Context: an optimization exercise on an open-source flow, tuned for small area and a short achievable clock period. The choices shown serve that exercise and are no tape-out recipe. Only simulation tests tie the RTL to the original design; equivalence was not proved.

## fp_mul_top
module fp_mul_top
(
  input  logic        clk,
  input  logic        reset,
  input  logic [2:0]  r_mode,  
  input  logic [31:0] fp_x,
  input  logic [31:0] fp_y,
  output logic [31:0] fp_z,
  output logic        ovrf,
  output logic        udrf
);
clock: 14.5 ns
lec_check: 0
abc_area: 1
cap_margin: 20
core_margin: 2
core_utilization: 40
setup_slack_margin: 4.7
slew_margin: 20
standard.sh (not shown) runs the stock make flow with config.mk's settings and CLKGATE_MAP_FILE= SYNTH_SCRIPT=/design/flow/synth_recipe.tcl, a recipe that flattens the netlist after the stock synthesis.
==> flow/flow/run.sh <==
#!/bin/bash
# Layout flow: the standard flow (standard.sh) with these changes:
#  - synthesis maps the design's fa_cell/ha_cell modules straight to the
#    library's full/half adder cells before flattening (ORFS's synth.tcl with
#    one techmap added after its hierarchy check), and skips Yosys's
#    extract_fa, so the rest of the adders are left to abc;
#  - abc maps with flow/abc.script, when the version has one;
#  - the port buffers are buf_2 cells instead of the default delay buffers;
#  - make variables from flow/extra_vars.txt, when the version has one.
set -euo pipefail
here=$(pwd)

sed -e 's#^hierarchy -check -top \$::env(DESIGN_NAME)$#&\ntechmap -map '"$here"'/flow/adder_cells.v#' \
    -e 's#^  extract_fa {\*}\[dont_use_extract_fa_args\]$#  \# extract_fa skipped#' \
  "$FLOW_HOME/scripts/synth.tcl" > "$here/synth_adders.tcl"
grep -q adder_cells.v "$here/synth_adders.tcl"
grep -q "extract_fa skipped" "$here/synth_adders.tcl"
if [[ -f "$here/flow/abc.script" ]]; then
  sed -i 's#^  log_cmd abc {\*}\$abc_args$#  log_cmd abc {*}[lreplace $abc_args 1 1 '"$here"'/flow/abc.script]#' "$here/synth_adders.tcl"
  grep -q "flow/abc.script" "$here/synth_adders.tcl"
fi
sed 's#source \$::env(SCRIPTS_DIR)/synth.tcl#source '"$here"'/synth_adders.tcl#' \
  "$here/synth_recipe.tcl" > "$here/synth_recipe_adders.tcl"
grep -q synth_adders.tcl "$here/synth_recipe_adders.tcl"
# extra make variables, from flow/extra_vars.txt if present (one NAME=value per line)
extra=""
if [[ -f "$here/flow/extra_vars.txt" ]]; then
  extra=$(grep -E '^[A-Z_]+=[^ ]+$' "$here/flow/extra_vars.txt" | tr '\n' ' ')
fi
sed -e 's#SYNTH_SCRIPT=[^ ]*#SYNTH_SCRIPT='"$here"'/synth_recipe_adders.tcl#' \
    -e 's#"\${@:-finish}"#'"$extra"'"${@:-finish}"#' \
  "$here/standard.sh" > "$here/standard_adders.sh"
grep -q synth_recipe_adders.tcl "$here/standard_adders.sh"

port_buffer=sky130_fd_sc_hd__buf_2
export BUFFER_PORTS_ARGS="-buffer_cell $port_buffer"
bash "$here/standard_adders.sh" > "$here/flow.log" 2>&1
==> flow/flow/adder_cells.v <==
// maps the design's fa_cell and ha_cell modules to the library adder cells
module fa_cell (input a, input b, input ci, output s, output co);
  sky130_fd_sc_hd__fa_1 _TECHMAP_REPLACE_ (.A(a), .B(b), .CIN(ci), .SUM(s), .COUT(co));
endmodule

module ha_cell (input a, input b, output s, output co);
  sky130_fd_sc_hd__ha_1 _TECHMAP_REPLACE_ (.A(a), .B(b), .SUM(s), .COUT(co));
endmodule
The first run went through all stages and came out clean.
Rerun with:
--- a/flow/config.mk
+++ b/flow/config.mk
@@ -10,4 +10,4 @@
 export CORE_MARGIN = 2
 export CORE_UTILIZATION = 40
-export SETUP_SLACK_MARGIN = 4.7
+export SETUP_SLACK_MARGIN = 5
 export SLEW_MARGIN = 20
=>
- utilization rises by 0.69 points
- final area rises by 1.6%
- maximum frequency rises by 2.5%
- clock-buffer cell count stays the same

## P
fp_mul_top, a different RTL version from the one above (not shown whole).
For scale: about 2200 cells after synthesis, roughly 16000 um^2 of cells after synthesis.
Settings: LEC_CHECK=0, ABC_AREA=1, CAP_MARGIN=20, CORE_MARGIN=2, CORE_UTILIZATION=60, SETUP_SLACK_MARGIN=5, SLEW_MARGIN=20; clock period 14.5 ns.
==> flow/flow/abc.script <==
strash
balance
rewrite
refactor
balance
rewrite
rewrite -z
balance
refactor -z
rewrite -z
balance
dch
map -B 0.9
topo
stime -c
buffer -c
upsize -c
dnsize -c
Scripts as last shown in full above: flow/flow/run.sh, flow/flow/adder_cells.v
P finished all stages; the layout is clean.
Relative to P, the following input files were edited for Q:
Settings: CORE_UTILIZATION now 55, was 60; SETUP_SLACK_MARGIN now 4.9, was 5.
--- outcome ---
Max met3 usage in global routing across Q and P: P. Standard cell with the maximum stage delay on the critical path = fa_1: Q; standard cell with the maximum stage delay on the critical path = clkinvlp_2: P. Maximum clock frequency, Q and P, lower one = P. The run showing the greater routed wire length is P. Comparing global-route usage over all layers for Q and P, the smaller number came from Q. In the flow results for Q and P, the signed area change from the synthesized netlist to the final layout is smaller on Q. Sort Q and P by via count desc -> top: P. Of Q and P, the run reporting the lower fraction of final layout cells with drive strength greater than 1 was Q.
Modified inputs, R compared to Q
Settings: swapping 4.9 for 5 in SETUP_SLACK_MARGIN; swapping 55 for 40 in CORE_UTILIZATION.
==> flow/flow/abc.script <==
strash
dc2
dch
map -B 0.9
topo
stime -c
buffer -c
upsize -c
dnsize -c
--- outcome ---
- [R] via count of the first global-routing pass rose 547 relative to Q
- [R vs Q] upper clock frequency limit: lower in R
- Compared with Q, in R met1 routed wirelength after detailed routing moved up; area growth from synthesis to final layout moved up.
- As far as final antenna diode count goes, R and Q are indistinguishable; the numbers are identical.
- When the final numbers for Q and R were put side by side, the via count turned out to be smaller in Q.
- Termination of the worst setup path = exp_exc_pack_inst.fp_z[16]: Q; termination of the worst setup path = exp_exc_pack_inst.fp_z[23]: R
- Diff Q -> R: finished layout cell area picked up an extra 13%; post-route core utilization lost 12 points; share of the clock period used by the worst path after layout picked up an extra 0.98 points.
--- input diff R..S ---
Settings: CORE_UTILIZATION: 40 -> 55.
==> flow/flow/abc.script <==
strash
balance
rewrite
refactor
balance
rewrite
rewrite -z
balance
refactor -z
rewrite -z
balance
dch -f
map -B 0.9
topo
stime -c
buffer -c
upsize -c
dnsize -c
Findings:
- S went all the way through synthesis, placement and routing and the layout is clean on timing, DRC and antenna.
- Against R, S comes in about 1.4% lower on routability-driven placement congestion ratio.
- On mux cell area share after synthesis, R and S are basically level.
- Compared to R, S has worst hold slack after final layout 9.3 ps lower.
- For S, the launching instance or port of the critical path was fp_x[11], unlike R, where it was fp_y[18].
- R → S: final area went down, sequential share of layout area has increased.

==> port drivers added, routing unchanged <==
The flow's constraints put no driver on any port. The routed layouts listed below were extracted and timed again, unchanged, in two steps.
Step 1 sets driving cells, clkbuf_16 on the clock port and buf_2 on the other inputs (assumed; they add their load-dependent delay and slew).
Step 2 adds t to the input delays and takes it off the output delays; t is the mean of the earliest and latest rising clock arrival at the registers after step 1. Input paths then give back, and output paths get back, about the clock's delay inside the block.
a / b / c = ideal / step 1 / step 2; a / b = the first two.
run | t (ns) | setup WS [ns] | worst setup path after step 2 | clock arrival spread, ns | worst register clock-pin slew, ns
the first run of note 1 | 0.307 | 5.084 / 5.094 / 4.787 | input to register | 0.005 / 0.006 | 0.05 / 0.05
the second run of note 1 | 0.308 | 5.315 / 5.298 / 4.990 | input to register | 0.006 / 0.006 | 0.05 / 0.05
P | 0.324 | 5.280 / 5.294 / 4.970 | input to register | 0.007 / 0.006 | 0.06 / 0.06
Q | 0.301 | 5.332 / 5.336 / 5.035 | input to register | 0.006 / 0.005 | 0.05 / 0.05
R | 0.301 | 5.191 / 5.196 / 4.895 | input to register | 0.005 / 0.005 | 0.05 / 0.05
S | 0.317 | 5.317 / 5.329 / 5.012 | input to register | 0.006 / 0.005 | 0.05 / 0.05
After both steps setup and hold are still met in every run listed. The setup slack of the second run of note 1, which loses most, moves by -0.017 ns with the drivers and by -0.325 ns with both steps.
